From an optimization exercise on the open Yosys and OpenROAD flow, aimed at small area, a short achievable clock period and few clock cycles per item; shortcuts taken in it are not production practice.
In this exercise RTL edits were held to simulation tests only and were not proved equivalent to the original.
Power figures rest on the tool's default switching activity, not on a simulated workload.

==> flow/design.v <==
`default_nettype none
package pptbl_pkg;
   localparam int OPCODE_W   = 1;
   localparam int IN_SLOT_W  = 6;
   localparam int PAYLOAD_W  = 16;
   localparam int CHAN_W     = 8;
   localparam int STAMP_W    = 32;
   localparam int LEVEL_W    = 26;
   localparam int RATE_W     = 16;
   localparam int STATUS_W   = 2;
   localparam int COST_W     = PAYLOAD_W + 1;
   localparam int CSR_IDX_W  = 2;
   localparam int CSR_DATA_W = LEVEL_W;
   localparam int PLAYER_SLOTS = 64;
   localparam logic [STATUS_W-1:0] STATUS_OK          = 2'd0;
   localparam logic [STATUS_W-1:0] STATUS_BAD_CHANNEL = 2'd1;
   localparam logic [STATUS_W-1:0] STATUS_TOO_LARGE   = 2'd2;
   localparam logic [STATUS_W-1:0] STATUS_RATE_LIMIT  = 2'd3;
   localparam logic [CSR_IDX_W-1:0] REG_BURST_CAPACITY = 2'd0;
   localparam logic [CSR_IDX_W-1:0] REG_REFILL_RATE    = 2'd1;
   localparam logic [CSR_IDX_W-1:0] REG_MAX_PAYLOAD    = 2'd2;
   localparam logic [CSR_IDX_W-1:0] REG_MAX_CHANNEL    = 2'd3;
   localparam logic [LEVEL_W-1:0]   RST_BURST_CAPACITY = LEVEL_W'(32768);
   localparam logic [RATE_W-1:0]    RST_REFILL_RATE    = RATE_W'(10);
   localparam logic [PAYLOAD_W-1:0] RST_MAX_PAYLOAD    = PAYLOAD_W'(4096);
   localparam logic [CHAN_W-1:0]    RST_MAX_CHANNEL    = CHAN_W'(64);
endpackage
`default_nettype wire
`default_nettype none
module pptbl_table #(
   parameter int SLOTS = 64,
   parameter int SW    = 6
) (
   input  wire              clock,
   input  wire              reset,
   input  wire  [SLOTS-1:0] sel,
   output logic             rd_valid,
   output logic [31:0]      rd_stamp,
   output logic [25:0]      rd_level,
   input  wire              set_en,      
   input  wire              clr_en,      
   input  wire  [31:0]      wr_stamp,
   input  wire              lv_en,
   input  wire  [SW-1:0]    lv_addr,
   input  wire  [25:0]      lv_data
);
   logic [SLOTS-1:0] valid_q;
   logic [31:0]      stamp_q [SLOTS];
   logic [25:0]      level_q [SLOTS];
   always_comb begin
      rd_valid = 1'b0;
      rd_stamp = '0;
      rd_level = '0;
      for (int i = 0; i < SLOTS; i++) begin
         rd_valid = rd_valid | (valid_q[i] & sel[i]);
         rd_stamp = rd_stamp | (stamp_q[i] & {32{sel[i]}});
         rd_level = rd_level | (level_q[i] & {26{sel[i]}});
      end
   end
   always_ff @(posedge clock) begin
      for (int i = 0; i < SLOTS; i++) begin
         if (reset)
            valid_q[i] <= 1'b0;
         else if (sel[i] && (set_en || clr_en))
            valid_q[i] <= set_en;
      end
   end
   always_ff @(posedge clock) begin
      for (int i = 0; i < SLOTS; i++) begin
         if (sel[i] && set_en)
            stamp_q[i] <= wr_stamp;
         if (lv_en && lv_addr == SW'(i))
            level_q[i] <= lv_data;
      end
   end
endmodule
`default_nettype wire
`default_nettype none
module pptbl_mul_a (
   input  wire  [25:0] e,
   input  wire         ehi,       
   input  wire         ez,        
   input  wire  [15:0] rate,
   output wire  [26:0] r0,
   output wire  [26:0] r1,
   output wire  [26:0] r2,
   output wire         ovf
);
   wire [25:0] em = e & {26{!ez}};
   wire [26:0] pp0 = {1'b0, 26'(em << 0) & {26{rate[0]}}};
   wire [26:0] pp1 = {1'b0, 26'(em << 1) & {26{rate[1]}}};
   wire [26:0] pp2 = {1'b0, 26'(em << 2) & {26{rate[2]}}};
   wire [26:0] pp3 = {1'b0, 26'(em << 3) & {26{rate[3]}}};
   wire [26:0] pp4 = {1'b0, 26'(em << 4) & {26{rate[4]}}};
   wire [26:0] pp5 = {1'b0, 26'(em << 5) & {26{rate[5]}}};
   wire [26:0] pp6 = {1'b0, 26'(em << 6) & {26{rate[6]}}};
   wire [26:0] pp7 = {1'b0, 26'(em << 7) & {26{rate[7]}}};
   wire [26:0] pp8 = {1'b0, 26'(em << 8) & {26{rate[8]}}};
   wire [26:0] pp9 = {1'b0, 26'(em << 9) & {26{rate[9]}}};
   wire [26:0] pp10 = {1'b0, 26'(em << 10) & {26{rate[10]}}};
   wire [26:0] pp11 = {1'b0, 26'(em << 11) & {26{rate[11]}}};
   wire [26:0] pp12 = {1'b0, 26'(em << 12) & {26{rate[12]}}};
   wire [26:0] pp13 = {1'b0, 26'(em << 13) & {26{rate[13]}}};
   wire [26:0] pp14 = {1'b0, 26'(em << 14) & {26{rate[14]}}};
   wire [26:0] pp15 = {1'b0, 26'(em << 15) & {26{rate[15]}}};
   assign ovf = (ehi & !ez & (|rate)) |
                (rate[1] & (|em[25:25])) |
                (rate[2] & (|em[25:24])) |
                (rate[3] & (|em[25:23])) |
                (rate[4] & (|em[25:22])) |
                (rate[5] & (|em[25:21])) |
                (rate[6] & (|em[25:20])) |
                (rate[7] & (|em[25:19])) |
                (rate[8] & (|em[25:18])) |
                (rate[9] & (|em[25:17])) |
                (rate[10] & (|em[25:16])) |
                (rate[11] & (|em[25:15])) |
                (rate[12] & (|em[25:14])) |
                (rate[13] & (|em[25:13])) |
                (rate[14] & (|em[25:12])) |
                (rate[15] & (|em[25:11]));
   wire [26:0] s0_0 = pp0 ^ pp1 ^ pp2;
   wire [26:0] m0_0 = (pp0 & pp1) | (pp0 & pp2) | (pp1 & pp2);
   wire [26:0] c0_0 = {m0_0[25:0], 1'b0};
   wire [26:0] s0_1 = pp3 ^ pp4 ^ pp5;
   wire [26:0] m0_1 = (pp3 & pp4) | (pp3 & pp5) | (pp4 & pp5);
   wire [26:0] c0_1 = {m0_1[25:0], 1'b0};
   wire [26:0] s0_2 = pp6 ^ pp7 ^ pp8;
   wire [26:0] m0_2 = (pp6 & pp7) | (pp6 & pp8) | (pp7 & pp8);
   wire [26:0] c0_2 = {m0_2[25:0], 1'b0};
   wire [26:0] s0_3 = pp9 ^ pp10 ^ pp11;
   wire [26:0] m0_3 = (pp9 & pp10) | (pp9 & pp11) | (pp10 & pp11);
   wire [26:0] c0_3 = {m0_3[25:0], 1'b0};
   wire [26:0] s0_4 = pp12 ^ pp13 ^ pp14;
   wire [26:0] m0_4 = (pp12 & pp13) | (pp12 & pp14) | (pp13 & pp14);
   wire [26:0] c0_4 = {m0_4[25:0], 1'b0};
   wire [26:0] s1_0 = s0_0 ^ c0_0 ^ s0_1;
   wire [26:0] m1_0 = (s0_0 & c0_0) | (s0_0 & s0_1) | (c0_0 & s0_1);
   wire [26:0] c1_0 = {m1_0[25:0], 1'b0};
   wire [26:0] s1_1 = c0_1 ^ s0_2 ^ c0_2;
   wire [26:0] m1_1 = (c0_1 & s0_2) | (c0_1 & c0_2) | (s0_2 & c0_2);
   wire [26:0] c1_1 = {m1_1[25:0], 1'b0};
   wire [26:0] s1_2 = s0_3 ^ c0_3 ^ s0_4;
   wire [26:0] m1_2 = (s0_3 & c0_3) | (s0_3 & s0_4) | (c0_3 & s0_4);
   wire [26:0] c1_2 = {m1_2[25:0], 1'b0};
   wire [26:0] s2_0 = s1_0 ^ c1_0 ^ s1_1;
   wire [26:0] m2_0 = (s1_0 & c1_0) | (s1_0 & s1_1) | (c1_0 & s1_1);
   wire [26:0] c2_0 = {m2_0[25:0], 1'b0};
   wire [26:0] s2_1 = c1_1 ^ s1_2 ^ c1_2;
   wire [26:0] m2_1 = (c1_1 & s1_2) | (c1_1 & c1_2) | (s1_2 & c1_2);
   wire [26:0] c2_1 = {m2_1[25:0], 1'b0};
   wire [26:0] s3_0 = s2_0 ^ c2_0 ^ s2_1;
   wire [26:0] m3_0 = (s2_0 & c2_0) | (s2_0 & s2_1) | (c2_0 & s2_1);
   wire [26:0] c3_0 = {m3_0[25:0], 1'b0};
   wire [26:0] s3_1 = c2_1 ^ c0_4 ^ pp15;
   wire [26:0] m3_1 = (c2_1 & c0_4) | (c2_1 & pp15) | (c0_4 & pp15);
   wire [26:0] c3_1 = {m3_1[25:0], 1'b0};
   wire [26:0] s4_0 = s3_0 ^ c3_0 ^ s3_1;
   wire [26:0] m4_0 = (s3_0 & c3_0) | (s3_0 & s3_1) | (c3_0 & s3_1);
   wire [26:0] c4_0 = {m4_0[25:0], 1'b0};
   assign r0 = s4_0;
   assign r1 = c4_0;
   assign r2 = c3_1;
endmodule
module pptbl_mul_b (
   input  wire  [26:0] r0,
   input  wire  [26:0] r1,
   input  wire  [26:0] r2,
   input  wire         ovf_in,
   input  wire  [25:0] cap,
   input  wire  [16:0] cost,
   output wire  [25:0] p,
   output wire  [26:0] ks,
   output wire  [26:0] kc,
   output wire         ovf
);
   wire [26:0] s0 = r0 ^ r1 ^ r2;
   wire [26:0] m0 = (r0 & r1) | (r0 & r2) | (r1 & r2);
   wire [26:0] c0 = {m0[25:0], 1'b0};
   wire [26:0] ncap  = {1'b1, ~cap};               
   wire [26:0] ncost = ~{10'd0, cost};             
   wire [26:0] s1 = s0 ^ c0 ^ ncap;
   wire [26:0] m1 = (s0 & c0) | (s0 & ncap) | (c0 & ncap);
   wire [26:0] c1 = {m1[25:0], 1'b0};
   wire [26:0] s2 = s0 ^ c0 ^ ncost;
   wire [26:0] m2 = (s0 & c0) | (s0 & ncost) | (c0 & ncost);
   wire [26:0] c2 = {m2[25:0], 1'b1};              
   wire [26:0] sum = s0 + c0;
   assign p   = sum[25:0];
   assign ovf = ovf_in | sum[26];
   assign ks  = s1 + c1;
   assign kc  = s2 + c2;
endmodule
module pptbl_charge (
   input  wire  [25:0] level,
   input  wire  [25:0] p,
   input  wire  [26:0] ks,
   input  wire  [26:0] kc,
   input  wire  [26:0] cmc,
   input  wire         force_sat,
   input  wire         no_sat,
   input  wire  [25:0] cap,
   output logic        limited,
   output logic [25:0] after
);
   wire [25:0] a  = level + p;
   wire [27:0] x2 = {2'b00, level} + {kc[26], kc};
   wire [27:0] x3 = {2'b00, level} + {ks[26], ks};
   wire        sat = force_sat || (!no_sat && !x3[27]);
   always_comb begin
      if (sat) begin
         limited = cmc[26];
         after   = cmc[26] ? cap : cmc[25:0];
      end else begin
         limited = x2[27];
         after   = x2[27] ? a : x2[25:0];
      end
   end
endmodule
`default_nettype wire
`default_nettype none
module per_player_token_bucket_limiter (
   input  wire                                clock,
   input  wire                                reset,
   input  wire                                req_valid,
   output wire                                req_ready,
   input  wire  [pptbl_pkg::OPCODE_W-1:0]     req_opcode,
   input  wire  [pptbl_pkg::IN_SLOT_W-1:0]    req_player_slot,
   input  wire  [pptbl_pkg::PAYLOAD_W-1:0]    req_payload_bytes,
   input  wire  [pptbl_pkg::CHAN_W-1:0]       req_channel_length,
   input  wire  [pptbl_pkg::STAMP_W-1:0]      req_now_ms,
   output wire                                rsp_valid,
   input  wire                                rsp_ready,
   output wire                                rsp_accepted,
   output wire  [pptbl_pkg::STATUS_W-1:0]     rsp_status,
   output wire  [pptbl_pkg::LEVEL_W-1:0]      rsp_tokens_left,
   input  wire                                csr_wr_en,
   input  wire  [pptbl_pkg::CSR_IDX_W-1:0]    csr_index,
   input  wire  [pptbl_pkg::CSR_DATA_W-1:0]   csr_wr_data
);
   localparam int SLOTS = pptbl_pkg::PLAYER_SLOTS;
   localparam int SW    = 6;
   localparam int QN    = 7;
   localparam int QW    = 3;
   logic [25:0] cap_q;
   logic [15:0] rate_q;
   logic [15:0] maxpay_q;
   logic [7:0]  maxch_q;
   always_ff @(posedge clock) begin
      if (reset) begin
         cap_q    <= pptbl_pkg::RST_BURST_CAPACITY;
         rate_q   <= pptbl_pkg::RST_REFILL_RATE;
         maxpay_q <= pptbl_pkg::RST_MAX_PAYLOAD;
         maxch_q  <= pptbl_pkg::RST_MAX_CHANNEL;
      end else if (csr_wr_en) begin
         case (csr_index)
            pptbl_pkg::REG_BURST_CAPACITY: cap_q    <= csr_wr_data;
            pptbl_pkg::REG_REFILL_RATE:    rate_q   <= csr_wr_data[15:0];
            pptbl_pkg::REG_MAX_PAYLOAD:    maxpay_q <= csr_wr_data[15:0];
            default:                       maxch_q  <= csr_wr_data[7:0];
         endcase
      end
   end
   logic             rdy_q;
   logic             r0_msg, r0_upd, r0_rem, r0_bad, r0_big;
   logic [SW-1:0]    r0_slot;
   logic [SLOTS-1:0] r0_sel;
   logic [16:0]      r0_cost;
   logic [31:0]      r0_now;
   logic [15:0] in_maxpay;
   logic [7:0]  in_maxch;
   logic        in_take, in_bad, in_big;
   always_comb begin
      in_maxpay = maxpay_q;
      in_maxch  = maxch_q;
      if (csr_wr_en && csr_index == pptbl_pkg::REG_MAX_PAYLOAD)
         in_maxpay = csr_wr_data[15:0];
      if (csr_wr_en && csr_index == pptbl_pkg::REG_MAX_CHANNEL)
         in_maxch = csr_wr_data[7:0];
   end
   assign in_take = !reset && req_valid && rdy_q;
   assign in_bad  = (req_channel_length == 8'd0) || (req_channel_length > in_maxch);
   assign in_big  = req_payload_bytes > in_maxpay;
   always_ff @(posedge clock) begin
      r0_msg  <= in_take && !req_opcode;
      r0_upd  <= in_take && !req_opcode && !in_bad && !in_big;
      r0_rem  <= in_take && req_opcode;
      r0_bad  <= in_bad;
      r0_big  <= in_big;
      r0_slot <= req_player_slot;
      for (int i = 0; i < SLOTS; i++)
         r0_sel[i] <= (req_player_slot == SW'(i));
      r0_cost <= 17'd1024 + {1'b0, req_payload_bytes};
      r0_now  <= req_now_ms;
   end
   logic        t_valid;
   logic [31:0] t_stamp;
   logic [25:0] t_level;
   logic [25:0] a_level;
   logic        d_upd;
   logic [SW-1:0] d_slot;
   logic [25:0] d_after;
   logic        w_upd;
   logic [SW-1:0] w_slot;
   logic [25:0] w_level;
   pptbl_table #(.SLOTS(SLOTS), .SW(SW)) u_table (
      .clock    (clock),
      .reset    (reset),
      .sel      (r0_sel),
      .rd_valid (t_valid),
      .rd_stamp (t_stamp),
      .rd_level (t_level),
      .set_en   (r0_upd),
      .clr_en   (r0_rem),
      .wr_stamp (r0_now),
      .lv_en    (w_upd),
      .lv_addr  (w_slot),
      .lv_data  (w_level)
   );
   logic a_hit;
   assign a_hit = t_valid && d_upd && (d_slot == r0_slot);
   always_comb begin
      if (!t_valid)
         a_level = r0_upd ? cap_q : 26'd0;
      else if (w_upd && w_slot == r0_slot)
         a_level = w_level;
      else
         a_level = t_level;
   end
   logic          s0_msg, s0_upd, s0_bad, s0_big, s0_vld, s0_ez;
   logic [SW-1:0] s0_slot;
   logic [31:0]   s0_now, s0_stamp;
   logic [25:0]   s0_level;
   logic [16:0]   s0_cost;
   always_ff @(posedge clock) begin
      s0_msg   <= !reset && r0_msg;
      s0_upd   <= !reset && r0_upd;
      s0_bad   <= r0_bad;
      s0_big   <= r0_big;
      s0_vld   <= t_valid;
      s0_ez    <= !t_valid || (r0_now == t_stamp);
      s0_slot  <= r0_slot;
      s0_now   <= r0_now;
      s0_stamp <= t_stamp;
      s0_level <= a_hit ? d_after : a_level;
      s0_cost  <= r0_cost;
   end
   logic [31:0]   e_e;
   assign e_e = s0_now - s0_stamp;
   logic          s1_msg, s1_upd, s1_bad, s1_big, s1_vld, s1_ez, s1_ehi;
   logic [SW-1:0] s1_slot;
   logic [25:0]   s1_e;
   logic [25:0]   s1_level;
   logic [16:0]   s1_cost;
   always_ff @(posedge clock) begin
      s1_msg   <= !reset && s0_msg;
      s1_upd   <= !reset && s0_upd;
      s1_bad   <= s0_bad;
      s1_big   <= s0_big;
      s1_vld   <= s0_vld;
      s1_ez    <= s0_ez;
      s1_ehi   <= |e_e[31:26];
      s1_slot  <= s0_slot;
      s1_e     <= e_e[25:0];
      s1_level <= (s0_vld && d_upd && d_slot == s0_slot) ? d_after : s0_level;
      s1_cost  <= s0_cost;
   end
   logic [26:0] b_r0, b_r1, b_r2;
   logic        b_ovf;
   pptbl_mul_a u_mul_a (
      .e    (s1_e),
      .ehi  (s1_ehi),
      .ez   (s1_ez),
      .rate (rate_q),
      .r0   (b_r0),
      .r1   (b_r1),
      .r2   (b_r2),
      .ovf  (b_ovf)
   );
   logic          s2_msg, s2_upd, s2_bad, s2_big, s2_vld, s2_ez, s2_ovf;
   logic [SW-1:0] s2_slot;
   logic [26:0]   s2_r0, s2_r1, s2_r2;
   logic [25:0]   s2_level;
   logic [16:0]   s2_cost;
   logic [26:0]   s2_cmc;
   always_ff @(posedge clock) begin
      s2_msg   <= !reset && s1_msg;
      s2_upd   <= !reset && s1_upd;
      s2_bad   <= s1_bad;
      s2_big   <= s1_big;
      s2_vld   <= s1_vld;
      s2_ez    <= s1_ez;
      s2_ovf   <= b_ovf;
      s2_slot  <= s1_slot;
      s2_r0    <= b_r0;
      s2_r1    <= b_r1;
      s2_r2    <= b_r2;
      s2_level <= (s1_vld && d_upd && d_slot == s1_slot) ? d_after : s1_level;
      s2_cost  <= s1_cost;
      s2_cmc   <= {1'b0, cap_q} - {10'd0, s1_cost};
   end
   logic [25:0] c_p;
   logic [26:0] c_ks, c_kc;
   logic        c_ovf;
   pptbl_mul_b u_mul_b (
      .r0     (s2_r0),
      .r1     (s2_r1),
      .r2     (s2_r2),
      .ovf_in (s2_ovf),
      .cap    (cap_q),
      .cost   (s2_cost),
      .p      (c_p),
      .ks     (c_ks),
      .kc     (c_kc),
      .ovf    (c_ovf)
   );
   logic          s3_msg, s3_upd, s3_bad, s3_big, s3_fsat, s3_nsat;
   logic [SW-1:0] s3_slot;
   logic [25:0]   s3_p;
   logic [26:0]   s3_ks, s3_kc, s3_cmc;
   logic [25:0]   s3_level;
   always_ff @(posedge clock) begin
      s3_msg   <= !reset && s2_msg;
      s3_upd   <= !reset && s2_upd;
      s3_bad   <= s2_bad;
      s3_big   <= s2_big;
      s3_fsat  <= !s2_ez && c_ovf;
      s3_nsat  <= s2_ez;
      s3_slot  <= s2_slot;
      s3_p     <= c_p;
      s3_ks    <= c_ks;
      s3_kc    <= c_kc;
      s3_cmc   <= s2_cmc;
      s3_level <= (s2_vld && d_upd && d_slot == s2_slot) ? d_after : s2_level;
   end
   logic        d_limited;
   pptbl_charge u_charge (
      .level     (s3_level),
      .p         (s3_p),
      .ks        (s3_ks),
      .kc        (s3_kc),
      .cmc       (s3_cmc),
      .force_sat (s3_fsat),
      .no_sat    (s3_nsat),
      .cap       (cap_q),
      .limited   (d_limited),
      .after     (d_after)
   );
   assign d_upd  = s3_upd;
   assign d_slot = s3_slot;
   logic        v_acc;
   logic [1:0]  v_st;
   logic [25:0] v_tok;
   always_comb begin
      v_tok = (s3_bad || s3_big) ? s3_level : d_after;
      v_acc = !s3_bad && !s3_big && !d_limited;
      if (s3_bad)
         v_st = pptbl_pkg::STATUS_BAD_CHANNEL;
      else if (s3_big)
         v_st = pptbl_pkg::STATUS_TOO_LARGE;
      else if (d_limited)
         v_st = pptbl_pkg::STATUS_RATE_LIMIT;
      else
         v_st = pptbl_pkg::STATUS_OK;
   end
   always_ff @(posedge clock) begin
      w_upd   <= !reset && d_upd;
      w_slot  <= d_slot;
      w_level <= d_after;
   end
   logic          o_v;
   logic [28:0]   o_data;
   logic [28:0]   q_data [QN];
   logic [QW-1:0] q_rd, q_wr, q_rd_next;
   logic [QW:0]   q_cnt, q_left;
   logic          v_in, deq;
   logic [28:0]   v_word;
   assign v_in      = s3_msg;
   assign v_word    = {v_acc, v_st, v_tok};
   assign deq       = o_v && rsp_ready;
   assign q_left    = q_cnt - (QW+1)'(deq);
   assign q_rd_next = !deq ? q_rd : (q_rd == QW'(QN - 1)) ? '0 : q_rd + 1'b1;
   always_ff @(posedge clock) begin
      if (reset) begin
         o_v   <= 1'b0;
         q_rd  <= '0;
         q_wr  <= '0;
         q_cnt <= '0;
      end else begin
         q_cnt <= q_left + (QW+1)'(v_in);
         o_v   <= (q_left != '0) || v_in;
         q_rd  <= q_rd_next;
         if (v_in)
            q_wr <= (q_wr == QW'(QN - 1)) ? '0 : q_wr + 1'b1;
      end
   end
   always_ff @(posedge clock) begin
      o_data <= (q_left != '0) ? q_data[q_rd_next] : v_word;
      for (int i = 0; i < QN; i++)
         if (v_in && q_wr == QW'(i))
            q_data[i] <= v_word;
   end
   logic       take_msg;
   logic [3:0] cnt_q, cnt_next;
   assign take_msg = req_valid && rdy_q && !req_opcode;
   assign cnt_next = cnt_q + {3'd0, take_msg} - {3'd0, deq};
   always_ff @(posedge clock) begin
      if (reset) begin
         cnt_q <= '0;
         rdy_q <= 1'b1;
      end else begin
         cnt_q <= cnt_next;
         rdy_q <= (cnt_next < 4'(QN));
      end
   end
   assign req_ready       = rdy_q;
   assign rsp_valid       = o_v;
   assign rsp_accepted    = o_data[28];
   assign rsp_status      = o_data[27:26];
   assign rsp_tokens_left = o_data[25:0];
endmodule
`default_nettype wire
==> flow/flow/run.sh <==
#!/bin/bash
# The standard layout (standard.sh: ORFS with the standard synthesis,
# unchanged), with these differences in how the layout is made:
#  - ports are buffered with buf_4 instead of the slow delay-buffer cell that
#    buffer_ports picks by default (every port still gets its own buffer);
#  - the clock tree uses larger sink clusters (fewer leaf buffers);
#  - placement spreads the cells more evenly (lower target density), which
#    eases detailed routing.
# Each tool's full output is in the ORFS logs under orfs/logs; the make
# output is in orfs_flow.log.
set -euo pipefail
bash standard.sh \
  SETUP_SLACK_MARGIN=11.25 \
  "BUFFER_PORTS_ARGS=-buffer_cell sky130_fd_sc_hd__buf_4" \
  CTS_CLUSTER_SIZE=24 CTS_CLUSTER_DIAMETER=100 \
  PLACE_DENSITY=0.45 \
  finish > orfs_flow.log 2>&1
==> flow/standard.sh <==
#!/bin/bash
# synth_recipe.tcl (not shown) runs the flow's synth.tcl, then flattens the netlist and writes it again
# the make line also repeats each setting of config.mk as NAME=value (left out here)
make -C /OpenROAD-flow-scripts/flow DESIGN_CONFIG=/design/flow/config.mk WORK_HOME=/design/flow/orfs CLKGATE_MAP_FILE= SYNTH_SCRIPT=/design/flow/synth_recipe.tcl "${@:-finish}"
==> flow/config.mk <==
export PLATFORM = sky130hd
export DESIGN_NAME = per_player_token_bucket_limiter
export DESIGN_NICKNAME = per_player_token_bucket_limiter
export VERILOG_FILES = /design/flow/design.v
export SDC_FILE = /design/flow/constraint.sdc
export NUM_CORES = 4
export LEC_CHECK = 0
export CAP_MARGIN = 20
export CORE_MARGIN = 2
export CORE_UTILIZATION = 40
export SLEW_MARGIN = 20
==> flow/constraint.sdc <==
create_clock -name core_clock -period 16.0 [get_ports {clock}]
set_input_delay 3.2000 -clock core_clock [delete_from_list [all_inputs] [get_ports {clock}]]
set_output_delay 3.2000 -clock core_clock [all_outputs]
set_load 0.01 [all_outputs]
==> results of run 1 <==
worst max-delay path, delay by kind of cell, from the launching register on:
kind | cells | cell delay, ns
flip-flops | 1 | 0.77
AND/OR/NAND/NOR | 4 | 1.26
AO/OA/AOI/OAI | 3 | 0.55
buffers and inverters | 3 | 1.70
XOR/XNOR | 1 | 0.18
how the worst max path moves through the flow:
stage                     cells past startpoint     end  slack (ns)
after CTS                                    16  r0_upd       11.18
after global placement                       15  r0_upd        9.77
after detailed placement                     15  r0_upd       10.01
after global routing                         15  r0_upd       11.15
after floorplan                              15  r0_upd       10.45
final                                        11   s0_ez       11.22
stage by stage:
| stage | worst slack, ns | utilization, % | hold slack, ns |
|---|---|---|---|
| finish | 11.22 | 43.9 | 0.327 |
| global route | 11.15 | 43.9 | 0.326 |
| CTS | 11.18 | 43.9 | 0.312 |
| detailed placement | 10.01 | 42.4 | 0.312 |
| global placement | 9.77 | 42.3 | 0.311 |
| floorplan | 10.45 | - | 0.310 |
repair_timing:
item | CTS | global route
resized for setup | 60 | 12
endpoints found under the setup margin | 33 | 30
setup buffers | 3 | 1
pin swaps | 4 | 5
cell usage in the layout, fill, tap and decap left out, types with 33 or more instances in the layout:
| cell | Yosys | final |
|---|---|---|
| ha_1 | 282 | 279 |
| nand3_1 | 80 | 78 |
| nor2b_1 | 95 | 89 |
| nand2_1 | 403 | 401 |
| mux2_2 | 97 | 97 |
| a221oi_1 | 970 | 970 |
| a22o_1 | 946 | 946 |
| inv_1 | 397 | 397 |
| dfxtp_4 | 0 | 91 |
| clkbuf_16 | 0 | 227 |
| nor3_1 | 52 | 46 |
| a21oi_1 | 303 | 300 |
| nor2_4 | 0 | 69 |
| nand4_1 | 272 | 272 |
| edfxtp_1 | 3915 | 3915 |
| nor4_1 | 42 | 36 |
| o21a_1 | 49 | 49 |
| a31oi_1 | 48 | 48 |
| xnor2_1 | 179 | 177 |
| fa_1 | 274 | 274 |
| xor2_1 | 58 | 58 |
| clkbuf_1 | 343 | 131 |
| diode_2 | 0 | 63 |
| nor2_1 | 398 | 328 |
| mux2i_1 | 94 | 92 |
| a21o_1 | 58 | 58 |
| dfxtp_2 | 0 | 61 |
| and2_4 | 0 | 64 |
| o21ai_0 | 107 | 98 |
| and2_1 | 310 | 246 |
| buf_4 | 4 | 526 |
| a211oi_1 | 33 | 33 |
| nand2b_1 | 35 | 35 |
| dfxtp_1 | 821 | 669 |
cell families after synthesis:
group,after synthesis
xor gates and xnor gates,237
muxes,199
AOI/OAI and AO/OA,2686
DFF,4736
buffers and inverters,1035
and+or+nand+nor,1805
adders and majority gates,556
final cells by class:
type | count | area share (%)
clock inverters | 22 | 0.155
repair buffers | 575 | 2.38
flip-flops and latches | 4736 | 67.2
diodes | 63 | 0.0789
multi-input cells | 5483 | 22.5
clock buffers | 361 | 3.11
inverters | 400 | 0.754
well taps | 6000 | 3.76
state kept, by name (all words and copies together) (netlist names), 27 cells and up:
name and count:
u_table.stamp_q 2048, u_table.level_q 1664, q_data 203, r0_sel 64
u_table.valid_q 64, r0_now 32, s0_now 32, s0_stamp 32
o_data 29, s2_cmc 27, s2_r0 27, s3_cmc 27
s3_kc 27, s3_ks 27
where the power goes:
| part | total, W | leakage (nW) | switching, W | internal [W] |
|---|---|---|---|---|
| clock | 0.00683 | 3.12 | 0.00409 | 0.00274 |
| sequential | 0.0137 | 42.5 | 0.000214 | 0.0135 |
| combinational | 0.00135 | 21.0 | 0.000870 | 0.000478 |
| total | 0.0218 | 66.6 | 0.00518 | 0.0167 |
layer usage:
metal / up-vias / track usage [%]
met5: - / 0
met2: 8438 / 55.3
li1: 44692 / -
met3: 1519 / 6.64
met4: 8 / 14.9
met1: 64026 / 47.3
==> impl_metrics.tcl, run 1 <==
set metrics [dict create \
    dr.pass1.iters 6 \
    core-area_um2 455000 \
    crit_type "register to register" \
    cts_tree "yes" \
    routedWlPerCell_um 47.0 \
    synthTopCellsByArea "edfxtp_1 64%, dfxtp_1 9.0%, a221oi_1 4.7%, a22o_1 4.5%, fa_1 3.0%" \
    worst_ep_required_time_ns 16.90 \
    antenna_found_initial 67 \
    ys.warnings.count 6 \
    synth_fp_nets 11906 \
    fin_area_um2 200000 \
    synth_area_um2 182000 \
    grt_usage_pct 35.0 \
    endpoint_kind "register" \
    io_pins 127 \
    synth_seq_area_share_pct 73.5 \
    hold_path_end "s1_bad" \
    cpMaxStageDelayCell "dfxtp_4" \
    numCtsBuffers 224 \
    setup_viol 0 \
    cp-startpoint "r0_sel[7]" \
    yosysMostFrequentCell "edfxtp_1" \
    hpwlAfterDp_mm 478 \
    ff_latch_area_um2 134000 \
    slowest_delay_ns 0.77 \
    start_util_pct 40.1 \
    synth_top_family_by_area "compound AO/OA/AOI/OAI gates" \
    crit_chain "buf_4, buf_4, buf_4, a22o_1, a221oi_1, nand4_1, or4_1, xnor2_1, nand4_1, or4_1, o41ai_2" \
    ys_ff_latch 4736 \
    drt-met1-wl_mm 319 \
    overflow 0 \
    syn2layout_area_growth_pct 9.57 \
    synth_compound_area_share_pct 11.9 \
    tightest_slew_ns 1.23 \
    drive_above_1_share_pct 11.2 \
    synth_area_leader_cell "edfxtp_1" \
    p_leak_nw 66.6 \
    fin_cells 17640 \
    h-tree-depth 4 \
    path_max_fanout 20 \
    ff2ff_path_depth 11 \
    root_buffer "clkbuf_16" \
    holdPathStages 0 \
    ir_worst_vdd_v 0.000104 \
    slew_violations 0 \
    fin_crit_ns 4.78 \
    r2r_slack_ns 11.22 \
    fmax_mhz 209 \
    p_total_w 0.0218 \
    synth-simple-area-share_pct 5.08 \
    wl_met2_mm 380 \
    place.gp.congestion 0.891 \
    maxCapViolations 0 \
    placed_cell_area_um2 193000 \
    multi_input_area_um2 45000 \
    place_inst 17189 \
    vias 118683 \
    yosysUniqueCellTypes 92 \
    clock_sinks 4736 \
    die_y_um 679 \
    ctsHoldBuffers 0 \
    drc 0 \
    p_per_area_nw_per_um2 109 \
    dr.max_layer_used "met5" \
    timing.rr.end "s0_ez" \
    synthCells 11254 \
    die_w_um 679 \
    min-delay-start "s0_bad" \
    synth_ff_type "edfxtp_1" \
    status "complete, no violations" \
    rows 248 \
    r2r-start "r0_sel[7]" \
    period_share_pct 29.9 \
    min_path_type "register to register" \
    wl_mm 829 \
    clock_latency_ns 1.04 \
    syn_avg_cell_area_um2 16.2 \
    clkSlewWorstSetupHoldPaths_ns 0.10 \
    grt_pass1_wl_mm 1080 \
    ys_async_sr_fraction_pct 0 \
    arrival_ns 5.69 \
    synth_edf_count 3915 \
    die_area_um2 461000 \
    wl_met3_mm 88.1 \
    io_buffers 126 \
    synth_common_cells "3,915 x edfxtp_1, 970 x a221oi_1, 946 x a22o_1" \
    synthAdderAreaFrac_pct 4.94 \
    antenna_left 0 \
    viasPerCell 6.73 \
    clk_path_buf_depth 4 \
    muxShareOfSynthArea_pct 1.16 \
    critPathLaunchType "register" \
    finalHoldViolations 0 \
    grt_setup_unrepaired "yes" \
    tns_ns 0 \
    nFillCells 39917 \
    nets 12072 \
    maxSlewHeadroom_pct 17.1 \
    grt_max_degree 82 \
    drt_iter0_drc 20434 \
    synth-xor-area-share_pct 1.14 \
    critPathMostFrequentCell "buf_4" \
    grt_pass1_vias 109946 \
    finalClockSkew_ns 0.0813 \
    yosysTopAreaCellShare_pct 64.4 \
]
Testbench counts, summed over its fixed seeds: cycles 24,120, items 24,000.
==> run 2, diff against run 1 <==
--- a/flow/design.v
+++ b/flow/design.v
@@ -268,18 +268,14 @@
    logic [16:0]      r0_cost;
    logic [31:0]      r0_now;
-   logic [15:0] in_maxpay;
-   logic [7:0]  in_maxch;
    logic        in_take, in_bad, in_big;
-   always_comb begin
-      in_maxpay = maxpay_q;
-      in_maxch  = maxch_q;
-      if (csr_wr_en && csr_index == pptbl_pkg::REG_MAX_PAYLOAD)
-         in_maxpay = csr_wr_data[15:0];
-      if (csr_wr_en && csr_index == pptbl_pkg::REG_MAX_CHANNEL)
-         in_maxch = csr_wr_data[7:0];
-   end
+   logic        wr_pay, wr_ch;
+   assign wr_pay  = csr_wr_en && csr_index == pptbl_pkg::REG_MAX_PAYLOAD;
+   assign wr_ch   = csr_wr_en && csr_index == pptbl_pkg::REG_MAX_CHANNEL;
    assign in_take = !reset && req_valid && rdy_q;
-   assign in_bad  = (req_channel_length == 8'd0) || (req_channel_length > in_maxch);
-   assign in_big  = req_payload_bytes > in_maxpay;
+   assign in_bad  = (req_channel_length == 8'd0) ||
+                    (wr_ch ? (req_channel_length > csr_wr_data[7:0])
+                           : (req_channel_length > maxch_q));
+   assign in_big  = wr_pay ? (req_payload_bytes > csr_wr_data[15:0])
+                           : (req_payload_bytes > maxpay_q);
    always_ff @(posedge clock) begin
       r0_msg  <= in_take && !req_opcode;
@@ -328,5 +324,5 @@
          a_level = t_level;
    end
-   logic          s0_msg, s0_upd, s0_bad, s0_big, s0_vld, s0_ez;
+   logic          s0_msg, s0_upd, s0_bad, s0_big, s0_vld;
    logic [SW-1:0] s0_slot;
    logic [31:0]   s0_now, s0_stamp;
@@ -339,5 +335,4 @@
       s0_big   <= r0_big;
       s0_vld   <= t_valid;
-      s0_ez    <= !t_valid || (r0_now == t_stamp);
       s0_slot  <= r0_slot;
       s0_now   <= r0_now;
@@ -359,5 +354,5 @@
       s1_big   <= s0_big;
       s1_vld   <= s0_vld;
-      s1_ez    <= s0_ez;
+      s1_ez    <= !s0_vld || (e_e == 32'd0);
       s1_ehi   <= |e_e[31:26];
       s1_slot  <= s0_slot;
@@ -383,5 +378,4 @@
    logic [25:0]   s2_level;
    logic [16:0]   s2_cost;
-   logic [26:0]   s2_cmc;
    always_ff @(posedge clock) begin
       s2_msg   <= !reset && s1_msg;
@@ -398,5 +392,4 @@
       s2_level <= (s1_vld && d_upd && d_slot == s1_slot) ? d_after : s1_level;
       s2_cost  <= s1_cost;
-      s2_cmc   <= {1'b0, cap_q} - {10'd0, s1_cost};
    end
    logic [25:0] c_p;
@@ -431,5 +424,5 @@
       s3_ks    <= c_ks;
       s3_kc    <= c_kc;
-      s3_cmc   <= s2_cmc;
+      s3_cmc   <= {1'b0, cap_q} - {10'd0, s2_cost};
       s3_level <= (s2_vld && d_upd && d_slot == s2_slot) ? d_after : s2_level;
    end
@@ -449,10 +442,8 @@
    assign d_upd  = s3_upd;
    assign d_slot = s3_slot;
-   logic        v_acc;
    logic [1:0]  v_st;
    logic [25:0] v_tok;
    always_comb begin
       v_tok = (s3_bad || s3_big) ? s3_level : d_after;
-      v_acc = !s3_bad && !s3_big && !d_limited;
       if (s3_bad)
          v_st = pptbl_pkg::STATUS_BAD_CHANNEL;
@@ -471,13 +462,15 @@
    logic          o_v;
    logic [28:0]   o_data;
-   logic [28:0]   q_data [QN];
+   logic [27:0]   q_data [QN];      
+   logic [27:0]   o_next;
    logic [QW-1:0] q_rd, q_wr, q_rd_next;
    logic [QW:0]   q_cnt, q_left;
    logic          v_in, deq;
-   logic [28:0]   v_word;
+   logic [27:0]   v_word;
    assign v_in      = s3_msg;
-   assign v_word    = {v_acc, v_st, v_tok};
+   assign v_word    = {v_st, v_tok};
    assign deq       = o_v && rsp_ready;
    assign q_left    = q_cnt - (QW+1)'(deq);
+   assign o_next    = (q_left != '0) ? q_data[q_rd_next] : v_word;
    assign q_rd_next = !deq ? q_rd : (q_rd == QW'(QN - 1)) ? '0 : q_rd + 1'b1;
    always_ff @(posedge clock) begin
@@ -496,5 +489,5 @@
    end
    always_ff @(posedge clock) begin
-      o_data <= (q_left != '0) ? q_data[q_rd_next] : v_word;
+      o_data <= {o_next[27:26] == pptbl_pkg::STATUS_OK, o_next};
       for (int i = 0; i < QN; i++)
          if (v_in && q_wr == QW'(i))
--- a/flow/flow/run.sh
+++ b/flow/flow/run.sh
@@ -5,5 +5,6 @@
 #    buffer_ports picks by default (every port still gets its own buffer);
 #  - the clock tree uses larger sink clusters (fewer leaf buffers);
-#  - placement spreads the cells more evenly (lower target density), which
+#  - placement spreads the cells more evenly (lower target density), and
+#    global routing keeps more of met1/met2 free (flow/grt_adj.tcl), which
 #    eases detailed routing.
 # Each tool's full output is in the ORFS logs under orfs/logs; the make
@@ -15,3 +16,4 @@
   CTS_CLUSTER_SIZE=24 CTS_CLUSTER_DIAMETER=100 \
   PLACE_DENSITY=0.45 \
+  PRE_GLOBAL_ROUTE_TCL=$PWD/flow/grt_adj.tcl \
   finish > orfs_flow.log 2>&1
==> flow/flow/grt_adj.tcl (new file) <==
# Global routing: leave more of met1/met2 to pin access and the detailed
# router, so that more of the wiring goes to met3/met4.
set_global_routing_layer_adjustment met1 0.5
set_global_routing_layer_adjustment met2 0.4
set_global_routing_layer_adjustment met3 0.2
set_global_routing_layer_adjustment met4 0.2
set_global_routing_layer_adjustment met5 0.2
==> run 2 against run 1 <==
Still clean. Cell area decreased by 0.49%. Count of clock-buffer cells in the layout grew 2. Flip-flop and latch count shrank 35. Setup slack gained 0.027 ns. Synthesized cell count up 0.21%. Clock power is essentially flat. Synthesized area shrank 0.69%. Fmax grew 0.56%. Clock skew grew 0.021 ns. Core utilization rose by 0.11 points. Critical path depth is 10 lower. Worst hold slack improved by 0.0053 ns. Highest routed layer unchanged.
==> impl_metrics.tcl, run 2 <==
set metrics [dict create \
    status "complete, no violations" \
    viasPerCell 6.48 \
    clock_latency_ns 1.07 \
    clkSlewWorstSetupHoldPaths_ns 0.09 \
    die_y_um 677 \
    numCtsBuffers 227 \
    synth_area_um2 181000 \
    cpMaxStageDelayCell "dfxtp_4" \
    top_register "u_table.stamp_q" \
    path_max_fanout 2 \
    finalHoldViolations 0 \
    vias 114073 \
    pre_cts_slack_ns 10.38 \
    ys.warnings.count 6 \
    rows 247 \
    setup_viol 0 \
    io_pins 127 \
    die_w_um 677 \
    syn2layout_area_growth_pct 9.79 \
    slew_violations 0 \
    worst_slack_ns 11.24 \
    fin_cells 17595 \
    maxCapViolations 0 \
    tightest_slew_ns 1.24 \
    yosysTopAreaCellShare_pct 64.8 \
    tns_ns 0 \
    wl_mm 827 \
    die_area_um2 458000 \
    overflow 0 \
    grt_max_degree 79 \
    ctsHoldBuffers 0 \
    synth_common_cells "3,908 x edfxtp_1, 963 x a221oi_1, 947 x a22o_1" \
    slowest_delay_ns 0.44 \
    nFillCells 39915 \
    maxSlewHeadroom_pct 17.1 \
    yosysUniqueCellTypes 82 \
    drc 0 \
    grt_setup_unrepaired "yes" \
    grt_usage_pct 44.1 \
    endpoint_kind "output pin" \
    drt_iter0_drc 11192 \
    worst_ep_required_time_ns 12.80 \
    synth_edf_count 3908 \
    synth_ff_type "edfxtp_1" \
    ff2ff_path_depth 11 \
    timing.rr.end "s0_level[11]" \
    core-area_um2 452000 \
    place.gp.congestion 0.860 \
    synth_area_leader_cell "edfxtp_1" \
    holdPathStages 0 \
    ys_async_sr_fraction_pct 0 \
    io_buffers 126 \
    yosysMostFrequentCell "edfxtp_1" \
    finalClockSkew_ns 0.102 \
    grt_pass1_vias 115574 \
    min-delay-start "s1_big" \
    ff_latch_area_um2 134000 \
    p_leak_nw 66.3 \
    critPathTopFamily "flip-flops" \
    multi_input_area_um2 45000 \
    synth_seq_area_share_pct 73.5 \
    r2r_slack_ns 11.57 \
    antenna_found_initial 97 \
    synth_fp_nets 11954 \
    nets 12054 \
    crit_type "register to output pin" \
    drive_above_1_share_pct 10.8 \
    dr.pass1.iters 8 \
    clk_path_buf_depth 4 \
    clock_sinks 4701 \
    synthCells 11278 \
    layout_common_cells "3,908 x edfxtp_1, 956 x a221oi_1, 947 x a22o_1" \
    start_util_pct 40.1 \
    arrival_ns 1.56 \
    place_inst 17122 \
    period_share_pct 29.7 \
    ir_worst_vdd_v 0.000100 \
    fin_crit_ns 4.76 \
    hpwlAfterDp_mm 464 \
    cp-startpoint "rdy_q" \
    h-tree-depth 4 \
    syn_avg_cell_area_um2 16.1 \
    fmax_mhz 210 \
    p_per_area_nw_per_um2 110 \
    largest_reg_flops 2048 \
    ys_ff_latch 4701 \
    grt_pass1_wl_mm 1080 \
    antenna_left 0 \
    cts_tree "yes" \
    synthTopCellsByArea "edfxtp_1 65%, dfxtp_1 8.8%, a221oi_1 4.7%, a22o_1 4.6%, fa_1 3.0%" \
    hold_path_end "s2_big" \
    crit_chain "buf_6" \
    top_regs "u_table.stamp_q x2048, u_table.level_q x1664, q_data x196" \
    critPathBufInv 1 \
    critPathLaunchType "register" \
    root_buffer "clkbuf_16" \
    routedWlPerCell_um 47.0 \
    min_path_type "register to register" \
    final_common_cell "edfxtp_1" \
    r2r-start "r0_sel[10]" \
]
[run 2: cell types whose count changed after synthesis, moves of 42 or more]
cell,previous run,this run
mux2i_1,94,45
clkbuf_1,343,517
xnor2_1,179,137
buf_2,130,5
nand2_1,403,477
[run 2: kinds of logic after synthesis]
family | after synthesis | share of synthesized area (%)
flops | 4701 | 73.5
compound gates | 2767 | 12.3
simple gates | 1834 | 5.13
mux | 120 | 0.715
buf+inv | 1078 | 2.24
fa+ha+maj | 580 | 5.14
xor+xnor | 198 | 0.957
[run 2: metal layers]
layer	vias up	share of wire (%)	track usage, %
met5	-	0.057	0.437
met4	64	8.1	28.4
met3	2744	16	25.6
met2	7836	41	62.8
met1	58703	36	60.8
li1	44726	-	-
[run 2: power breakdown]
part / internal [W] / switching [W]
logic: 0.000481 / 0.000876
registers: 0.0134 / 0.000256
clock network: 0.00278 / 0.00406
total: 0.0166 / 0.00520
[run 2: through the flow]
stage / hold WS, ns / utilization, % / instance area (um^2) / total power [W]
6_report: 0.333 / 44.0 / 199000 / 0.0218
5_1_grt: 0.331 / 44.0 / 199000 / 0.0224
4_1_cts: 0.327 / 43.9 / 198000 / 0.0219
3_5_place_dp: 0.312 / 42.4 / 192000 / 0.0152
3_3_place_gp: 0.314 / 42.4 / 191000 / 0.0152
2_1_floorplan: 0.310 / - / 181000 / 0.0145
[run 2: final cells by class]
| cell class | instances | share of cell area [%] |
|---|---|---|
| Timing Repair inverter | 1 | 0.00252 |
| Inverter | 432 | 0.820 |
| Clock inverter | 31 | 0.211 |
| Timing Repair Buffer | 516 | 2.13 |
| Multi-Input combinational cell | 5499 | 22.6 |
| Tap cell | 5976 | 3.76 |
| Antenna cell | 76 | 0.0956 |
| Clock buffer | 363 | 3.16 |
| Sequential cell | 4701 | 67.2 |
[run 2: worst max path at each step]
stage | to | slack, ns | cells after the start
after floorplan | r0_upd | 10.90 | 11
after global placement | r0_upd | 10.36 | 12
after detailed placement | o_data[28] | 10.38 | 12
after CTS | req_ready | 11.16 | 1
after global routing | req_ready | 11.20 | 1
final | req_ready | 11.24 | 1
[run 2: timing repair]
| action | in CTS | in global routing |
|---|---|---|
| gates resized for setup | 75 | 14 |
| buffers inserted | 0 | 0 |
| endpoints found under the setup margin | 36 | 105 |
| gates cloned | 0 | 1 |
Testbench counts of run 2, summed over its fixed seeds: cycles 24,120, items 24,000.
==> run 3, diff against run 2 <==
--- a/flow/design.v
+++ b/flow/design.v
@@ -315,9 +315,7 @@
    );
    logic a_hit;
-   assign a_hit = t_valid && d_upd && (d_slot == r0_slot);
+   assign a_hit = d_upd && (d_slot == r0_slot);
    always_comb begin
-      if (!t_valid)
-         a_level = r0_upd ? cap_q : 26'd0;
-      else if (w_upd && w_slot == r0_slot)
+      if (w_upd && w_slot == r0_slot)
          a_level = w_level;
       else
@@ -343,5 +341,6 @@
    logic [31:0]   e_e;
    assign e_e = s0_now - s0_stamp;
-   logic          s1_msg, s1_upd, s1_bad, s1_big, s1_vld, s1_ez, s1_ehi;
+   logic          s1_msg, s1_upd, s1_bad, s1_big, s1_vld, s1_ez;
+   logic [5:0]    s1_ehi;
    logic [SW-1:0] s1_slot;
    logic [25:0]   s1_e;
@@ -354,9 +353,14 @@
       s1_big   <= s0_big;
       s1_vld   <= s0_vld;
-      s1_ez    <= !s0_vld || (e_e == 32'd0);
-      s1_ehi   <= |e_e[31:26];
+      s1_ez    <= !s0_vld || (s0_now == s0_stamp);
+      s1_ehi   <= e_e[31:26];
       s1_slot  <= s0_slot;
       s1_e     <= e_e[25:0];
-      s1_level <= (s0_vld && d_upd && d_slot == s0_slot) ? d_after : s0_level;
+      if (!s0_vld)
+         s1_level <= s0_upd ? cap_q : 26'd0;
+      else if (d_upd && d_slot == s0_slot)
+         s1_level <= d_after;
+      else
+         s1_level <= s0_level;
       s1_cost  <= s0_cost;
    end
@@ -365,5 +369,5 @@
    pptbl_mul_a u_mul_a (
       .e    (s1_e),
-      .ehi  (s1_ehi),
+      .ehi  (|s1_ehi),
       .ez   (s1_ez),
       .rate (rate_q),
==> run 3 against run 2 <==
Cell count increased by 0.35%. Die area up 0.14%. Setup slack improved by 0.060 ns. Cell area about the same. Count of clock-buffer cells in the layout rose by 3. Flip-flop and latch count grew 5. Critical path depth stayed put. Fmax grew 1.3%.
==> impl_metrics.tcl, run 3 <==
set metrics [dict create \
    status "complete, no violations" \
    holdPathStages 0 \
    synth_area_um2 181000 \
    ctsHoldBuffers 0 \
    io_buffers 126 \
    period_share_pct 29.4 \
    antenna_found_initial 106 \
    drive_above_1_share_pct 10.1 \
    core-area_um2 452000 \
    tns_ns 0 \
    top_regs "u_table.stamp_q x2048, u_table.level_q x1664, q_data x196" \
    critPathLaunchType "register" \
    fin_area_um2 199000 \
    finalClockSkew_ns 0.0927 \
    synthCells 11329 \
    maxCapViolations 0 \
    fin_crit_ns 4.70 \
    yosysTopAreaCellShare_pct 64.7 \
    slowest_delay_ns 0.40 \
    numCtsBuffers 225 \
    p_leak_nw 66.2 \
    die_y_um 677 \
    h-tree-depth 4 \
    wl_mm 823 \
    cts_setup_buffers 0 \
    grt_max_degree 98 \
    clk_path_buf_depth 4 \
    drt_iter0_drc 11511 \
    ir_worst_vdd_v 0.0000939 \
    slew_violations 0 \
    clock_latency_ns 1.07 \
    critPathTopFamily "flip-flops" \
    start_util_pct 40.1 \
    arrival_ns 1.50 \
    yosysUniqueCellTypes 98 \
    ys_ff_latch 4706 \
    clock_sinks 4706 \
    tightest_slew_ns 1.25 \
    viasPerCell 6.44 \
    final_common_cell "edfxtp_1" \
    r2r-start "s3_level[24]" \
    r2r_slack_ns 11.45 \
    clkSlewWorstSetupHoldPaths_ns 0.10 \
    io_pins 127 \
    largest_reg_flops 2048 \
    rows 247 \
    layout_common_cells "3,908 x edfxtp_1, 966 x a221oi_1, 962 x a22o_1" \
    synth_seq_area_share_pct 73.5 \
    min-delay-start "s0_cost[1]" \
    top_register "u_table.stamp_q" \
    crit_type "register to output pin" \
    antenna_left 0 \
    grt_setup_unrepaired "no" \
    synth_fp_nets 12005 \
    hpwlAfterDp_mm 475 \
    synth_ff_type "edfxtp_1" \
    place.gp.congestion 0.880 \
    worst_ep_required_time_ns 12.80 \
    nets 12088 \
    syn2layout_area_growth_pct 9.59 \
    ys_async_sr_fraction_pct 0 \
    endpoint_kind "output pin" \
    min_path_type "register to register" \
    whs_ns 0.325 \
    fmax_mhz 213 \
    ys.warnings.count 6 \
    drc 0 \
    synth_common_cells "3,908 x edfxtp_1, 966 x a221oi_1, 962 x a22o_1" \
    p_total_w 0.0218 \
    setup_viol 0 \
    crit_chain "buf_6" \
    routedWlPerCell_um 46.6 \
    maxSlewHeadroom_pct 16.6 \
    yosysMostFrequentCell "edfxtp_1" \
    timing.rr.end "q_data[3][19]" \
    hold_path_end "s1_cost[1]" \
    p_per_area_nw_per_um2 109 \
    synthTopCellsByArea "edfxtp_1 65%, dfxtp_1 8.8%, a221oi_1 4.7%, a22o_1 4.6%, fa_1 3.0%" \
    critPathBufInv 1 \
    root_buffer "clkbuf_16" \
    ff2ff_path_depth 10 \
    cts_tree "yes" \
    synth_edf_count 3908 \
    placed_cell_area_um2 192000 \
    die_area_um2 459000 \
    post-route-util_pct 44.0 \
    vias 113724 \
    syn_avg_cell_area_um2 16.0 \
    cts_resized 44 \
    grt_usage_pct 44.0 \
    finalHoldViolations 0 \
    synth_area_leader_cell "edfxtp_1" \
    path_max_fanout 1 \
    die_w_um 677 \
    grt_pass1_vias 116337 \
    cpMaxStageDelayCell "dfxtp_4" \
    dr.pass1.iters 7 \
    grt_pass1_wl_mm 1080 \
    overflow 0 \
]
run 3: worst max-delay path by stage:
stage,startpoint,endpoint,slack [ns],cells past startpoint
global placement,rsp_ready,o_data[15],10.15,13
CTS,rdy_q,req_ready,11.18,1
floorplan,req_payload_bytes[1],r0_upd,11.08,11
detailed placement,rsp_ready,o_data[15],10.09,13
finish,o_data[16],rsp_tokens_left[16],11.30,1
global route,cap_q[1],s3_ks[23],11.26,14
run 3: where the power goes:
group	switching, W	total, W	internal, W
Clock	0.00406	0.00683	0.00278
Combinational	0.000793	0.00125	0.000458
Sequential	0.000293	0.0137	0.0134
run 3: layout make-up:
cell class | count | area [um^2]
antenna | 100 | 250
clock buffer | 366 | 6290
fill | 39876 | 253000
inverter | 464 | 1750
multi-input combinational | 5513 | 44700
tap | 5976 | 7480
timing repair buffer | 502 | 4180
sequential | 4706 | 134000
clock inverter | 29 | 343
run 3: cells by family after synthesis:
group / Yosys count / share of synthesized area, %
flops: 4706 / 73.5
compound gates: 2828 / 12.5
simple gates: 1813 / 5.04
buf+inv: 1110 / 2.32
fa+ha+maj: 580 / 5.13
xor+xnor: 202 / 0.975
mux: 90 / 0.523
run 3: per-layer routing:
layer | global-route usage, % | wire length (um) | share of wire (%) | up-vias
met1 | 60.8 | 293000 | 36 | 58475
met3 | 24.3 | 124000 | 15 | 2772
met2 | 62.2 | 336000 | 41 | 7589
met4 | 30.6 | 68600 | 8.3 | 88
met5 | 1.78 | 997 | 0.12 | -
li1 | - | - | - | 44800
run 3: through the flow:
stage	cells	worst slack [ns]
global route	17593	11.26
detailed placement	17155	10.09
CTS	17550	11.18
floorplan	11329	11.08
finish	17656	11.30
global placement	17148	10.15
Testbench counts of run 3, summed over its fixed seeds: cycles 24,120, items 24,000.
==> run 4, diff against run 3 <==
--- a/flow/design.v
+++ b/flow/design.v
@@ -466,12 +466,14 @@
    logic          o_v;
    logic [28:0]   o_data;
-   logic [27:0]   q_data [QN];      
-   logic [27:0]   o_next;
+   logic [28:0]   q_data [QN];
+   logic [28:0]   o_next;
    logic [QW-1:0] q_rd, q_wr, q_rd_next;
    logic [QW:0]   q_cnt, q_left;
    logic          v_in, deq;
-   logic [27:0]   v_word;
+   logic [28:0]   v_word;
+   logic          v_acc;
    assign v_in      = s3_msg;
-   assign v_word    = {v_st, v_tok};
+   assign v_acc     = !s3_bad && !s3_big && !d_limited;
+   assign v_word    = {v_acc, v_st, v_tok};
    assign deq       = o_v && rsp_ready;
    assign q_left    = q_cnt - (QW+1)'(deq);
@@ -493,5 +495,5 @@
    end
    always_ff @(posedge clock) begin
-      o_data <= {o_next[27:26] == pptbl_pkg::STATUS_OK, o_next};
+      o_data <= o_next;
       for (int i = 0; i < QN; i++)
          if (v_in && q_wr == QW'(i))
--- a/flow/flow/run.sh
+++ b/flow/flow/run.sh
@@ -12,5 +12,5 @@
 set -euo pipefail
 bash standard.sh \
-  SETUP_SLACK_MARGIN=11.25 \
+  SETUP_SLACK_MARGIN=11.3 \
   "BUFFER_PORTS_ARGS=-buffer_cell sky130_fd_sc_hd__buf_4" \
   CTS_CLUSTER_SIZE=24 CTS_CLUSTER_DIAMETER=100 \
==> run 4 against run 3 <==
Clock skew is 0.0095 ns lower. Via count is 0.82% higher. Core utilization hardly changed. Critical endpoint is now rsp_tokens_left[20].
==> impl_metrics.tcl, run 4 <==
set metrics [dict create \
    status "complete, no violations" \
    io_buffers 126 \
    hpwlAfterDp_mm 458 \
    routedWlPerCell_um 47.0 \
    grt_pass1_wl_mm 1080 \
    endpoint_kind "output pin" \
    io_pins 127 \
    worst_ep_required_time_ns 12.80 \
    ys.warnings.count 6 \
    synthTopCellsByArea "edfxtp_1 65%, dfxtp_1 8.8%, a221oi_1 4.6%, a22o_1 4.6%, fa_1 3.0%" \
    synth_common_cells "3,915 x edfxtp_1, 958 x a221oi_1, 956 x a22o_1" \
    path_max_fanout 1 \
    ff2ff_path_depth 4 \
    pre_cts_slack_ns 10.37 \
    start_util_pct 40.1 \
    syn_avg_cell_area_um2 16.0 \
    grt_usage_pct 44.1 \
    slew_violations 0 \
    critPathTopFamily "flip-flops" \
    synth_edf_count 3915 \
    holdPathStages 0 \
    place.gp.congestion 0.868 \
    yosysTopAreaCellShare_pct 64.8 \
    yosysMostFrequentCell "edfxtp_1" \
    grt_pass1_vias 115625 \
    antenna_left 0 \
    maxSlewHeadroom_pct 14.6 \
    r2r-start "r0_sel[42]" \
    ctsHoldBuffers 0 \
    synthCells 11322 \
    period_share_pct 29.6 \
    die_area_um2 459000 \
    synth_seq_area_share_pct 73.6 \
    cts_tree "yes" \
    final_common_cell "edfxtp_1" \
    syn2layout_area_growth_pct 9.67 \
    dr.pass1.iters 5 \
    layout_common_cells "3,915 x edfxtp_1, 958 x a221oi_1, 956 x a22o_1" \
    ys_async_sr_fraction_pct 0 \
    numCtsBuffers 228 \
    antenna_found_initial 99 \
    clkSlewWorstSetupHoldPaths_ns 0.10 \
    nets 12051 \
    drt_iter0_drc 10966 \
    whs_ns 0.333 \
    maxCapViolations 0 \
    ys_ff_latch 4713 \
    grt_max_degree 97 \
    die_w_um 678 \
    clock_sinks 4713 \
    synth_area_leader_cell "edfxtp_1" \
    grt_setup_unrepaired "yes" \
    h-tree-depth 4 \
    rows 247 \
    crit_type "register to output pin" \
    top_regs "u_table.stamp_q x2048, u_table.level_q x1664, q_data x203" \
    crit_chain "buf_6" \
    clk_path_buf_depth 4 \
    arrival_ns 1.54 \
    vias 114655 \
    core-area_um2 452000 \
    viasPerCell 6.51 \
    min_path_type "register to register" \
    tightest_slew_ns 1.28 \
    cpMaxStageDelayCell "dfxtp_4" \
    drive_above_1_share_pct 10.0 \
    p_leak_nw 66.1 \
    fin_cells 17617 \
    clock_latency_ns 1.06 \
    largest_reg_flops 2048 \
    top_register "u_table.stamp_q" \
    synth_ff_type "edfxtp_1" \
    cp-startpoint "o_data[20]" \
    crit_end "rsp_tokens_left[20]" \
    wl_mm 829 \
    fmax_mhz 211 \
    die_y_um 678 \
    critPathLaunchType "register" \
    drc 0 \
    critPathBufInv 1 \
    tns_ns 0 \
    nFillCells 39909 \
    synth_fp_nets 11998 \
    timing.rr.end "u_table.stamp_q[42][13]" \
    finalClockSkew_ns 0.0833 \
    p_per_area_nw_per_um2 110 \
    setup_viol 0 \
    yosysUniqueCellTypes 104 \
    place_inst 17115 \
    slowest_delay_ns 0.42 \
    overflow 0 \
    synth_area_um2 181000 \
    critical_path_depth 1 \
    ir_worst_vdd_v 0.0000942 \
    root_buffer "clkbuf_16" \
    finalHoldViolations 0 \
    fin_crit_ns 4.74 \
    r2r_slack_ns 11.42 \
    worst_slack_ns 11.26 \
]
==> run 4: changes by cell type in the layout (fill, tap and decap cells not counted), sizes merged, moves of 15 or more <==
cell,delta
diode,-22
mux2i,-18
nand2,-15
clkbuf,+20
buf,-40
a22oi,+32
nor2,-15
a21oi,-18
==> run 4: repair_timing <==
item	in CTS	in global routing
setup endpoints to repair	45	104
resized for setup	75	13
buffers inserted	1	0
pin swaps	0	0
==> run 4: cell type report <==
type                            count  area, um^2  share of cell area, %
Inverter                          469        1780                  0.893
Sequential cell                  4713      134000                   67.3
Multi-Input combinational cell   5501       44700                   22.5
Tap cell                         5976        7480                   3.76
Timing Repair Buffer              462        3980                   2.00
Clock buffer                      386        6350                   3.19
Antenna cell                       78         195                 0.0981
Clock inverter                     32         531                  0.267
==> run 4: layer usage <==
layer	vias up	global-route usage, %	part of all wire (%)
met5	-	0.156	0.078
met4	89	29.8	8.0
met3	2744	26.0	16
met2	8005	62.6	41
met1	59041	59.8	35
li1	44776	-	-
==> run 4: power breakdown <==
group | internal (W) | total (W) | switching (W) | leakage [nW]
clock | 0.00285 | 0.00697 | 0.00412 | 3.28
combinational | 0.000465 | 0.00130 | 0.000835 | 20.5
sequential | 0.0134 | 0.0137 | 0.000280 | 42.3
==> run 4: worst min-delay path by stage <==
stage | to | slack (ns) | startpoint
final | s2_cost[8] | 0.33 | s1_cost[8]
after CTS | s2_cost[8] | 0.33 | s1_cost[8]
after global routing | s2_cost[8] | 0.34 | s1_cost[8]
after floorplan | s0_bad | 0.31 | r0_bad
after detailed placement | s1_cost[12] | 0.31 | s0_cost[12]
after global placement | s1_cost[0] | 0.31 | s0_cost[0]
==> run 4: logic make-up (layout without fill, tap and decap cells) <==
group,count (synthesis),in the layout,share of synthesized area [%]
multiplexers,80,80,0.480
AND/OR/NAND/NOR,1831,1831,5.15
other,0,78,0
buffers and inverters,1108,1349,2.31
AO/OA/AOI/OAI,2812,2812,12.4
XOR/XNOR,198,198,0.956
adder cells (fa/ha/maj),580,580,5.13
flip-flops,4713,4713,73.6
==> run 4: stage by stage <==
step	power [W]	area, um^2	utilization (%)
floorplan	0.0145	182000	-
global placement	0.0152	191000	42.3
detailed placement	0.0152	191000	42.4
CTS	0.0220	199000	43.9
global route	0.0225	199000	44.0
finish	0.0220	199000	44.0
Testbench counts of run 4, summed over its fixed seeds: cycles 24,120, items 24,000.
==> run 5, diff against run 4 <==
==> flow/flow/run.sh (replaced) <==
#!/bin/bash
# The standard layout (standard.sh: ORFS with the standard synthesis,
# unchanged), with these differences in how the layout is made:
#  - ports are buffered with buf_4 instead of the slow delay-buffer cell that
#    buffer_ports picks by default (every port still gets its own buffer);
#  - the clock tree uses larger sink clusters (fewer leaf buffers);
set -euo pipefail
bash standard.sh \
  SETUP_SLACK_MARGIN=11.3 \
  "BUFFER_PORTS_ARGS=-buffer_cell sky130_fd_sc_hd__buf_4" \
  CTS_CLUSTER_SIZE=24 CTS_CLUSTER_DIAMETER=100 \
  PLACE_DENSITY=0.55 \
  PRE_GLOBAL_ROUTE_TCL=$PWD/flow/grt_adj.tcl \
  finish > orfs_flow.log 2>&1
--- a/flow/config.mk
+++ b/flow/config.mk
@@ -8,4 +8,4 @@
 export CAP_MARGIN = 20
 export CORE_MARGIN = 2
-export CORE_UTILIZATION = 40
+export CORE_UTILIZATION = 48
 export SLEW_MARGIN = 20
==> run 5 against run 4 <==
Global-route usage rose by 4.9 points. Register-to-register slack improved by 0.05 ns. First-iteration DRC count rose by 14%. Critical path depth did not move. Setup slack improved by 0.028 ns. Clock skew fell by 0.0023 ns. Critical path type unchanged.
==> impl_metrics.tcl, run 5 <==
set metrics [dict create \
    multi_input_area_um2 44600 \
    grt_util_met2_pct 65.4 \
    drt_iter0_drc 12506 \
    p_leak_nw 66.0 \
    overflow 0 \
    synth_common_cells "3,915 x edfxtp_1, 958 x a221oi_1, 956 x a22o_1" \
    busiest_layer "met2" \
    clkPwrFrac_pct 31.2 \
    synth_compound_area_share_pct 12.4 \
    die_area_um2 383000 \
    min_path_type "register to register" \
    arrival_ns 1.51 \
    viasPerCell 6.95 \
    start_util_pct 48.3 \
    muxShareOfSynthArea_pct 0.480 \
    synth_edf_count 3915 \
    synth_fp_nets 11998 \
    wl_mm 762 \
    combPwrFrac_pct 5.7 \
    synthTopCellsByArea "edfxtp_1 65%, dfxtp_1 8.8%, a221oi_1 4.6%, a22o_1 4.6%, fa_1 3.0%" \
    yosysMostFrequentCell "edfxtp_1" \
    numCtsBuffers 226 \
    top_register "u_table.stamp_q" \
    clkSlewWorstSetupHoldPaths_ns 0.10 \
    h-tree-depth 4 \
    ff_latch_area_um2 134000 \
    ys_async_sr_fraction_pct 0 \
    maxSlewHeadroom_pct 15.5 \
    post-route-util_pct 52.5 \
    fin_crit_ns 4.71 \
    vias 115630 \
    grt_setup_unrepaired "yes" \
    ys.warnings.count 6 \
    crit_chain "buf_6" \
    synth-xor-area-share_pct 0.956 \
    die_w_um 619 \
    clock_sinks 4713 \
    cpMaxStageDelayCell "dfxtp_4" \
    place.gp.congestion 0.905 \
    drc 0 \
    synth-simple-area-share_pct 5.15 \
    endpoint_kind "output pin" \
    tns_ns 0 \
    top_regs "u_table.stamp_q x2048, u_table.level_q x1664, q_data x203" \
    grt_max_degree 90 \
    slew_violations 0 \
    power.switching_w 0.00502 \
    grt_usage_pct 49.1 \
    pwr-share-seq_pct 63.1 \
    layout_common_cells "3,915 x edfxtp_1, 958 x a221oi_1, 956 x a22o_1" \
    antenna_left 0 \
    synthCells 11322 \
    largest_reg_flops 2048 \
    maxCapViolations 0 \
    met3_usage_pct 33.4 \
    hpwlAfterDp_mm 423 \
    final_common_cell "edfxtp_1" \
    status "complete, no violations" \
    routedWlPerCell_um 45.8 \
    crit_type "register to output pin" \
    synth_top_family_by_area "compound AO/OA/AOI/OAI gates" \
    slowest_delay_ns 0.40 \
    rows 225 \
    critPathLaunchType "register" \
    finalHoldViolations 0 \
    setup_viol 0 \
    io_buffers 126 \
    root_buffer "clkbuf_16" \
    fmax_mhz 212 \
    nFillCells 30586 \
    synthAdderAreaFrac_pct 5.13 \
    core-area_um2 376000 \
    clk_path_buf_depth 4 \
    cts_tree "yes" \
    period_share_pct 29.4 \
    grt_pass1_vias 116334 \
    critPathTopFamily "flip-flops" \
    grtUsageMet1_pct 62.6 \
    ir_worst_vdd_v 0.000106 \
    grt_pass1_wl_mm 1010 \
    critPathBufInv 1 \
    internal_power_w 0.0166 \
    finalClockSkew_ns 0.0810 \
    die_y_um 619 \
    dr.pass1.iters 8 \
    p_per_area_nw_per_um2 110 \
    synth_seq_area_share_pct 73.6 \
    ys_ff_latch 4713 \
    syn2layout_area_growth_pct 8.74 \
    synth_ff_type "edfxtp_1" \
    netSwitchingFraction_pct 23.2 \
    worst_ep_required_time_ns 12.80 \
    p_total_w 0.0217 \
    antenna_found_initial 95 \
    yosysUniqueCellTypes 104 \
    io_pins 127 \
    nets 12040 \
    synth_area_leader_cell "edfxtp_1" \
    yosysTopAreaCellShare_pct 64.8 \
    tightest_slew_ns 1.27 \
    synth_area_um2 181000 \
    syn_avg_cell_area_um2 16.0 \
    drive_above_1_share_pct 9.92 \
    clock_latency_ns 1.03 \
    path_max_fanout 1 \
]
run 5: worst paths after layout:
check / startpoint / slack [ns] / to / cells past startpoint
max: o_data[17] / 11.29 / rsp_tokens_left[17] / 1
min: s1_cost[0] / 0.33 / s2_cost[0] / 0
max reg2reg: r0_sel[50] / 11.47 / u_table.stamp_q[50][10] / 4
min reg2reg: s1_cost[0] / 0.33 / s2_cost[0] / 0
run 5: power by group through the flow:
| stage | logic, W | registers (W) | clock network [W] |
|---|---|---|---|
| final | 0.00124 | 0.0137 | 0.00675 |
| after global routing | 0.00133 | 0.0137 | 0.00715 |
| after CTS | 0.00121 | 0.0137 | 0.00675 |
| after detailed placement | 0.00118 | 0.0139 | 0 |
| after global placement | 0.00118 | 0.0139 | 0 |
| after floorplan | 0.000686 | 0.0138 | 0 |
run 5: cells by family after synthesis:
group,count (synthesis)
xor gates and xnor gates,198
adders and majority gates,580
buffers and inverters,1108
AOI/OAI and AO/OA,2812
and+or+nand+nor,1831
DFF,4713
muxes,80
run 5: stage by stage:
step	cell area, um^2	setup WS (ns)	hold WS, ns	std cells
finish	197000	11.29	0.333	16648
global route	197000	11.22	0.343	16578
CTS	197000	11.24	0.334	16528
detailed placement	190000	10.72	0.312	16125
global placement	190000	10.44	0.311	16122
floorplan	182000	11.22	0.310	11322
run 5: routing by layer:
| metal | up-vias | routed length [um] |
|---|---|---|
| li1 | 44786 | - |
| met1 | 57917 | 248000 |
| met2 | 9560 | 300000 |
| met3 | 3267 | 142000 |
| met4 | 100 | 70800 |
| met5 | - | 1520 |
run 5: worst reg2reg max path: stages, from the launching register on:
cell     delay (ns)
dfxtp_4        0.67
buf_4          0.80
buf_4          0.93
and2_2         0.86
buf_4          0.90
run 5: area by class of cell:
type | count | share of cell area [%]
flip-flops and latches | 4713 | 67.9
multi-input cells | 5501 | 22.6
clock buffers | 378 | 3.23
well taps | 4994 | 3.17
repair buffers | 453 | 1.88
inverters | 469 | 0.901
clock inverters | 24 | 0.165
diodes | 116 | 0.147
run 5: what timing repair did:
item,in CTS,in global routing
resized for setup,58,16
buffers inserted,1,0
pin swaps,0,0
setup endpoints to repair,24,54
hold buffers,0,0

port drivers added, routing unchanged:
In the flow no input, the clock included, has a driving cell. The finished layouts below were timed again as built, in two steps. Step 1 assumes that a clkbuf_16 drives the clock port and a buf_2 every other input. Step 2 also shifts input and output timing later by t, the mid clock arrival at the registers, as if the neighbouring blocks saw the same clock. a / b / c = ideal / step 1 / step 2; a / b = the first two.
run	t (ns)	setup slack, ns
run 1	1.134	11.216 / 11.166 / 10.172
run 2	1.155	11.242 / 11.105 / 10.339
run 3	1.139	11.302 / 11.183 / 10.411
run 4	1.149	11.263 / 11.134 / 10.576
run 5	1.123	11.291 / 11.163 / 10.743
After both steps setup and hold are still met in every run listed.
